Source: an optimization exercise on an open RTL-to-GDS flow (aim: small area and a short achievable clock period). Production flows keep margins and buffers that such runs may drop. The RTL was checked by simulation tests, not by an equivalence proof against the original design. No activity file was given, so power comes from the tool's default toggle rates.

==> run E <==
==> flow/design.v <==
module framebuffer_reader #(
   parameter int unsigned ADDR_W      = 32,
   parameter int unsigned CNT_W       = 20,
   parameter int unsigned FIFO_DEPTH  = 64,
   parameter int unsigned MAX_PENDING = 16
) (
   input  logic              clk,
   input  logic              rst_n,
   input  logic              start,
   input  logic [ADDR_W-1:0] base_addr,
   input  logic [CNT_W-1:0]  word_count,
   output logic              busy,
   output logic              done,
   output logic [ADDR_W-1:0] master_address,
   output logic              master_read,
   input  logic              master_wait_request,
   input  logic [31:0]       master_read_data,
   input  logic              master_read_data_valid,
   output logic [31:0]       out_data,
   output logic              out_valid,
   input  logic              out_ready
   ,
   output logic [15:0]       underflow_count
);
   localparam int unsigned MEM_N  = FIFO_DEPTH;            
   localparam int unsigned PTR_W  = $clog2(MEM_N);
   localparam int unsigned FCNT_W = $clog2(FIFO_DEPTH + 1);
   localparam int unsigned PEND_W = $clog2(MAX_PENDING + 1);
   logic               issuing;       
   logic               mr_q;          
   logic [ADDR_W-1:2]  addr_q;
   logic [CNT_W-1:0]   issue_left;
   logic [PEND_W-1:0]  pending;       
   logic [FCNT_W-1:0]  inflight;      
   logic [31:0]        head;
   logic               head_v;
   logic [31:0]        mem [MEM_N];
   logic [PTR_W-1:0]   wr_ptr;
   logic [MEM_N-1:0]   rd_sel;        
   logic [PTR_W-1:0]   rd_ptr;        
   logic               ring_ne;       
   logic               ring_one;      
   logic [31:0]        ring_q;
   logic               idle_start;
   logic               accept;
   logic               push;
   logic               pop;
   logic               load_head;
   logic               ring_rd;
   logic               ring_wr;
   logic               last_pop;
   logic               issuing_nx;
   logic               inf_ok_nx;
   logic               pend_ok_nx;
   logic               unused_addr_lsbs;
   logic [PEND_W-1:0]  pending_inc, pending_dec;
   logic [FCNT_W-1:0]  inflight_inc, inflight_dec;
   assign pending_inc  = pending + PEND_W'(1);
   assign pending_dec  = ~(~pending + PEND_W'(1));
   assign inflight_inc = inflight + FCNT_W'(1);
   assign inflight_dec = ~(~inflight + FCNT_W'(1));
   assign unused_addr_lsbs = &{1'b0, base_addr[1:0]};
   assign master_read    = mr_q;
   assign master_address = {addr_q, 2'b00};
   assign accept         = mr_q && !master_wait_request;
   assign idle_start = !busy && start;
   assign push = master_read_data_valid && busy && (pending != '0);
   assign out_valid = head_v;
   assign out_data  = head;
   assign pop       = head_v && out_ready;
   assign load_head = !head_v || out_ready;
   assign ring_rd   = load_head && ring_ne;
   assign ring_wr   = push && (ring_ne || (head_v && !out_ready));
   assign last_pop = busy && !issuing && (pending == '0) && pop && !ring_ne;
   always_comb begin
      issuing_nx = issuing && !(accept && (issue_left == CNT_W'(1)));
      case ({accept, pop})
         2'b10:   inf_ok_nx = (inflight < FCNT_W'(FIFO_DEPTH - 1));
         2'b01:   inf_ok_nx = 1'b1;
         default: inf_ok_nx = (inflight < FCNT_W'(FIFO_DEPTH));
      endcase
      case ({accept, push})
         2'b10:   pend_ok_nx = (pending < PEND_W'(MAX_PENDING - 1));
         2'b01:   pend_ok_nx = 1'b1;
         default: pend_ok_nx = (pending < PEND_W'(MAX_PENDING));
      endcase
   end
   always_ff @(posedge clk or negedge rst_n) begin
      if (!rst_n) begin
         issuing  <= 1'b0;
         mr_q     <= 1'b0;
         pending  <= '0;
         inflight <= '0;
         busy     <= 1'b0;
         done     <= 1'b0;
      end else begin
         done <= (idle_start && (word_count == '0)) || last_pop;
         case ({accept, push})
            2'b10:   pending <= pending_inc;
            2'b01:   pending <= pending_dec;
            default: pending <= pending;
         endcase
         case ({accept, pop})
            2'b10:   inflight <= inflight_inc;
            2'b01:   inflight <= inflight_dec;
            default: inflight <= inflight;
         endcase
         if (idle_start) begin
            busy    <= (word_count != '0);
            issuing <= (word_count != '0);
            mr_q    <= (word_count != '0);
         end else begin
            issuing <= issuing_nx;
            mr_q    <= issuing_nx && inf_ok_nx && pend_ok_nx;
            if (last_pop) begin
               busy <= 1'b0;
            end
         end
      end
   end
   always_ff @(posedge clk) begin
      if (idle_start) begin
         addr_q     <= base_addr[ADDR_W-1:2];
         issue_left <= word_count;
      end else if (accept) begin
         addr_q     <= addr_q + 1'b1;
         issue_left <= issue_left - CNT_W'(1);
      end
   end
   always_comb begin
      ring_q = '0;
      for (int i = 0; i < MEM_N; i++) begin
         ring_q = ring_q | (mem[i] & {32{rd_sel[i]}});
      end
   end
   always_ff @(posedge clk) begin
      if (load_head) begin
         head <= ring_ne ? ring_q : master_read_data;
      end
   end
   always_ff @(posedge clk or negedge rst_n) begin
      if (!rst_n) begin
         head_v <= 1'b0;
      end else if (load_head) begin
         head_v <= ring_ne || push;
      end
   end
   assign ring_one = (wr_ptr == rd_ptr + PTR_W'(1));
   always_ff @(posedge clk) begin
      mem[wr_ptr] <= master_read_data;
   end
   always_ff @(posedge clk or negedge rst_n) begin
      if (!rst_n) begin
         wr_ptr  <= '0;
         rd_ptr  <= '0;
         rd_sel  <= MEM_N'(1);
         ring_ne <= 1'b0;
      end else begin
         if (ring_wr) begin
            wr_ptr <= wr_ptr + PTR_W'(1);
         end
         if (ring_rd) begin
            rd_ptr <= rd_ptr + PTR_W'(1);
            rd_sel <= {rd_sel[MEM_N-2:0], rd_sel[MEM_N-1]};
         end
         if (ring_wr) begin
            ring_ne <= 1'b1;
         end else if (ring_rd && ring_one) begin
            ring_ne <= 1'b0;
         end
      end
   end
   always_ff @(posedge clk or negedge rst_n) begin
      if (!rst_n) begin
         underflow_count <= '0;
      end else if (idle_start) begin
         underflow_count <= '0;
      end else if (busy && out_ready && !head_v && (underflow_count != '1)) begin
         underflow_count <= underflow_count + 16'd1;
      end
   end
endmodule
==> flow/run.sh <==
#!/bin/bash
# synth_recipe.tcl (not shown) runs the flow's synth.tcl, then flattens the netlist and writes it again
# the make line also repeats each setting of config.mk as NAME=value (left out here)
make -C /OpenROAD-flow-scripts/flow DESIGN_CONFIG=/design/flow/config.mk WORK_HOME=/design/flow/orfs CLKGATE_MAP_FILE= SYNTH_SCRIPT=/design/flow/synth_recipe.tcl finish
==> flow/config.mk <==
export PLATFORM = sky130hd
export DESIGN_NAME = framebuffer_reader
export DESIGN_NICKNAME = framebuffer_reader
export VERILOG_FILES = /design/flow/design.v
export SDC_FILE = /design/flow/constraint.sdc
export NUM_CORES = 4
export LEC_CHECK = 0
export CAP_MARGIN = 20
export CORE_MARGIN = 2
export CORE_UTILIZATION = 40
export SETUP_SLACK_MARGIN = 3.4
export SLEW_MARGIN = 20
==> flow/constraint.sdc <==
create_clock -name core_clock -period 6.0 [get_ports {clk}]
set_input_delay 1.2000 -clock core_clock [delete_from_list [all_inputs] [get_ports {clk}]]
set_output_delay 1.2000 -clock core_clock [all_outputs]
set_load 0.01 [all_outputs]
==> run X (differences from run E) <==
--- a/flow/design.v
+++ b/flow/design.v
@@ -39,2 +39,5 @@
    logic [MEM_N-1:0]   rd_sel;        
+   logic [MEM_N-1:0]   wr_dec;        
+   logic [7:0]         wr_lo;         
+   logic [MEM_N/8-1:0] wr_hi;         
    logic [PTR_W-1:0]   rd_ptr;        
@@ -130,3 +133,3 @@
    always_comb begin
-      ring_q = '0;
+      ring_q = master_read_data & {32{!ring_ne}};
       for (int i = 0; i < MEM_N; i++) begin
@@ -137,3 +140,3 @@
       if (load_head) begin
-         head <= ring_ne ? ring_q : master_read_data;
+         head <= ring_q;
       end
@@ -148,4 +151,13 @@
    assign ring_one = (wr_ptr == rd_ptr + PTR_W'(1));
+   always_comb begin
+      for (int i = 0; i < MEM_N; i++) begin
+         wr_dec[i] = wr_hi[i / 8] && wr_lo[i % 8];
+      end
+   end
    always_ff @(posedge clk) begin
-      mem[wr_ptr] <= master_read_data;
+      for (int i = 0; i < MEM_N; i++) begin
+         if (wr_dec[i]) begin
+            mem[i] <= master_read_data;
+         end
+      end
    end
@@ -154,4 +166,6 @@
          wr_ptr  <= '0;
+         wr_lo   <= 8'd1;
+         wr_hi   <= (MEM_N/8)'(1);
          rd_ptr  <= '0;
-         rd_sel  <= MEM_N'(1);
+         rd_sel  <= '0;
          ring_ne <= 1'b0;
@@ -160,2 +174,6 @@
             wr_ptr <= wr_ptr + PTR_W'(1);
+            wr_lo  <= {wr_lo[6:0], wr_lo[7]};
+            if (wr_lo[7]) begin
+               wr_hi <= {wr_hi[MEM_N/8-2:0], wr_hi[MEM_N/8-1]};
+            end
          end
@@ -163,3 +181,9 @@
             rd_ptr <= rd_ptr + PTR_W'(1);
-            rd_sel <= {rd_sel[MEM_N-2:0], rd_sel[MEM_N-1]};
+            if (ring_one && !ring_wr) begin
+               rd_sel <= '0;
+            end else begin
+               rd_sel <= {rd_sel[MEM_N-2:0], rd_sel[MEM_N-1]};
+            end
+         end else if (!ring_ne && ring_wr) begin
+            rd_sel <= wr_dec;
          end
==> flow/flow/run.sh (new file) <==
#!/bin/bash
set -euo pipefail
export BUFFER_PORTS_ARGS="-buffer_cell sky130_fd_sc_hd__buf_4"
bash standard.sh > standard.log 2>&1
==> flow/standard.sh (new file) <==
#!/bin/bash
# synth_recipe.tcl (not shown) runs the flow's synth.tcl, then flattens the netlist and writes it again
# the make line also repeats each setting of config.mk as NAME=value (left out here)
make -C /OpenROAD-flow-scripts/flow DESIGN_CONFIG=/design/flow/config.mk WORK_HOME=/design/flow/orfs CLKGATE_MAP_FILE= SYNTH_SCRIPT=/design/flow/synth_recipe.tcl "${@:-finish}"
Settings changed: CTS_CLUSTER_DIAMETER set to 60, CTS_CLUSTER_SIZE set to 30.
removed: flow/run.sh
==> run H (differences from run E) <==
--- a/flow/design.v
+++ b/flow/design.v
@@ -24,4 +24,3 @@
 );
-   localparam int unsigned MEM_N  = FIFO_DEPTH;            
-   localparam int unsigned PTR_W  = $clog2(MEM_N);
+   localparam int unsigned MEM_N  = FIFO_DEPTH - 1;        
    localparam int unsigned FCNT_W = $clog2(FIFO_DEPTH + 1);
@@ -36,8 +35,5 @@
    logic               head_v;
-   logic [31:0]        mem [MEM_N];
-   logic [PTR_W-1:0]   wr_ptr;
+   logic [31:0]        mem [MEM_N];   
    logic [MEM_N-1:0]   rd_sel;        
-   logic [PTR_W-1:0]   rd_ptr;        
    logic               ring_ne;       
-   logic               ring_one;      
    logic [31:0]        ring_q;
@@ -54,2 +50,4 @@
    logic               pend_ok_nx;
+   logic               pend_nz_nx;
+   logic               rx_ok;         
    logic               unused_addr_lsbs;
@@ -66,3 +64,3 @@
    assign idle_start = !busy && start;
-   assign push = master_read_data_valid && busy && (pending != '0);
+   assign push = master_read_data_valid && rx_ok;
    assign out_valid = head_v;
@@ -73,3 +71,3 @@
    assign ring_wr   = push && (ring_ne || (head_v && !out_ready));
-   assign last_pop = busy && !issuing && (pending == '0) && pop && !ring_ne;
+   assign last_pop = busy && !issuing && !rx_ok && pop && !ring_ne;
    always_comb begin
@@ -86,2 +84,7 @@
       endcase
+      case ({accept, push})
+         2'b10:   pend_nz_nx = 1'b1;
+         2'b01:   pend_nz_nx = (pending != PEND_W'(1));
+         default: pend_nz_nx = (pending != '0);
+      endcase
    end
@@ -91,2 +94,3 @@
          mr_q     <= 1'b0;
+         rx_ok    <= 1'b0;
          pending  <= '0;
@@ -97,2 +101,3 @@
          done <= (idle_start && (word_count == '0)) || last_pop;
+         rx_ok <= busy && pend_nz_nx;
          case ({accept, push})
@@ -121,7 +126,10 @@
    always_ff @(posedge clk) begin
+      addr_q <= ({(ADDR_W-2){idle_start}} & base_addr[ADDR_W-1:2])
+              | ({(ADDR_W-2){!idle_start && accept}} & (addr_q + 1'b1))
+              | ({(ADDR_W-2){!idle_start && !accept}} & addr_q);
+   end
+   always_ff @(posedge clk) begin
       if (idle_start) begin
-         addr_q     <= base_addr[ADDR_W-1:2];
          issue_left <= word_count;
       end else if (accept) begin
-         addr_q     <= addr_q + 1'b1;
          issue_left <= issue_left - CNT_W'(1);
@@ -136,5 +144,5 @@
    always_ff @(posedge clk) begin
-      if (load_head) begin
-         head <= ring_ne ? ring_q : master_read_data;
-      end
+      head <= ({32{load_head && ring_ne}} & ring_q)
+            | ({32{load_head && !ring_ne}} & master_read_data)
+            | ({32{!load_head}} & head);
    end
@@ -147,5 +155,9 @@
    end
-   assign ring_one = (wr_ptr == rd_ptr + PTR_W'(1));
    always_ff @(posedge clk) begin
-      mem[wr_ptr] <= master_read_data;
+      if (push) begin
+         mem[0] <= master_read_data;
+         for (int i = 1; i < MEM_N; i++) begin
+            mem[i] <= mem[i-1];
+         end
+      end
    end
@@ -153,13 +165,9 @@
       if (!rst_n) begin
-         wr_ptr  <= '0;
-         rd_ptr  <= '0;
-         rd_sel  <= MEM_N'(1);
+         rd_sel  <= '0;
          ring_ne <= 1'b0;
       end else begin
-         if (ring_wr) begin
-            wr_ptr <= wr_ptr + PTR_W'(1);
-         end
-         if (ring_rd) begin
-            rd_ptr <= rd_ptr + PTR_W'(1);
-            rd_sel <= {rd_sel[MEM_N-2:0], rd_sel[MEM_N-1]};
+         if (ring_wr && !ring_rd) begin
+            rd_sel <= {rd_sel[MEM_N-2:0], !ring_ne};
+         end else if (ring_rd && !ring_wr) begin
+            rd_sel <= {1'b0, rd_sel[MEM_N-1:1]};
          end
@@ -167,3 +175,3 @@
             ring_ne <= 1'b1;
-         end else if (ring_rd && ring_one) begin
+         end else if (ring_rd && rd_sel[0]) begin
             ring_ne <= 1'b0;
==> flow/flow/run.sh (new file) <==
#!/bin/bash
set -euo pipefail
export BUFFER_PORTS_ARGS="-buffer_cell sky130_fd_sc_hd__buf_4"
bash standard.sh > standard.log 2>&1
==> flow/standard.sh (new file) <==
#!/bin/bash
# synth_recipe.tcl (not shown) runs the flow's synth.tcl, then flattens the netlist and writes it again
# the make line also repeats each setting of config.mk as NAME=value (left out here)
make -C /OpenROAD-flow-scripts/flow DESIGN_CONFIG=/design/flow/config.mk WORK_HOME=/design/flow/orfs CLKGATE_MAP_FILE= SYNTH_SCRIPT=/design/flow/synth_recipe.tcl "${@:-finish}"
Settings changed: CTS_CLUSTER_DIAMETER set to 50, CTS_CLUSTER_SIZE set to 25.
removed: flow/run.sh
==> summary of the runs <==
Run E completed without violations. Run H passed the timing, design-rule and antenna checks. Run X produced a clean layout. Sequential share of layout area, highest first: run H, run E, run X. Global-route usage, highest first: run X, run E, run H. Sequential cell count: run X > run E > run H. Between run X and run E, the lower core utilization is in run X (gap 0.23 points). Between run H and run X, the lower clock power is in run X (gap about 9%, measured against run X). Of run E and run H, run E has the higher die area (gap about 2.4%, measured against run H). In run H the synthesized area is smaller than in run E, by about 2.4%.

static timing again, ports no longer ideal:
How much do the figures lean on ideal ports? The routed layouts below were timed once more, with nothing changed but the port constraints.
Step 1 (the two cells are an assumption about what drives the block):
set clk [get_ports {clk}]
set_driving_cell -lib_cell sky130_fd_sc_hd__clkbuf_16 $clk
set_driving_cell -lib_cell sky130_fd_sc_hd__buf_2 [delete_from_list [all_inputs] $clk]
Step 2 also shifts input and output timing later by t, the mid clock arrival at the registers, as if the neighbouring blocks saw the same clock.
a / b / c = ideal ports / drivers / drivers and shift; a / b = the first two.
run | t (ns) | slack for setup (ns) | hold WS [ns] | worst setup path after step 2 | latest minus earliest clock arrival (ns)
run E | 0.936 | 3.192 / 3.115 / 2.723 | 0.450 / 0.399 / 0.471 | input to register | 0.122 / 0.122
run X | 0.944 | 3.136 / 3.046 / 2.519 | 0.423 / 0.370 / 0.474 | input to register | 0.090 / 0.090
run H | 0.901 | 3.340 / 3.303 / 2.473 | 0.424 / 0.377 / 0.424 | input to register | 0.057 / 0.057
After both steps setup and hold are still met in every run listed. The setup slack of run H, which loses most, moves by -0.037 ns with the drivers and by -0.867 ns with both steps.
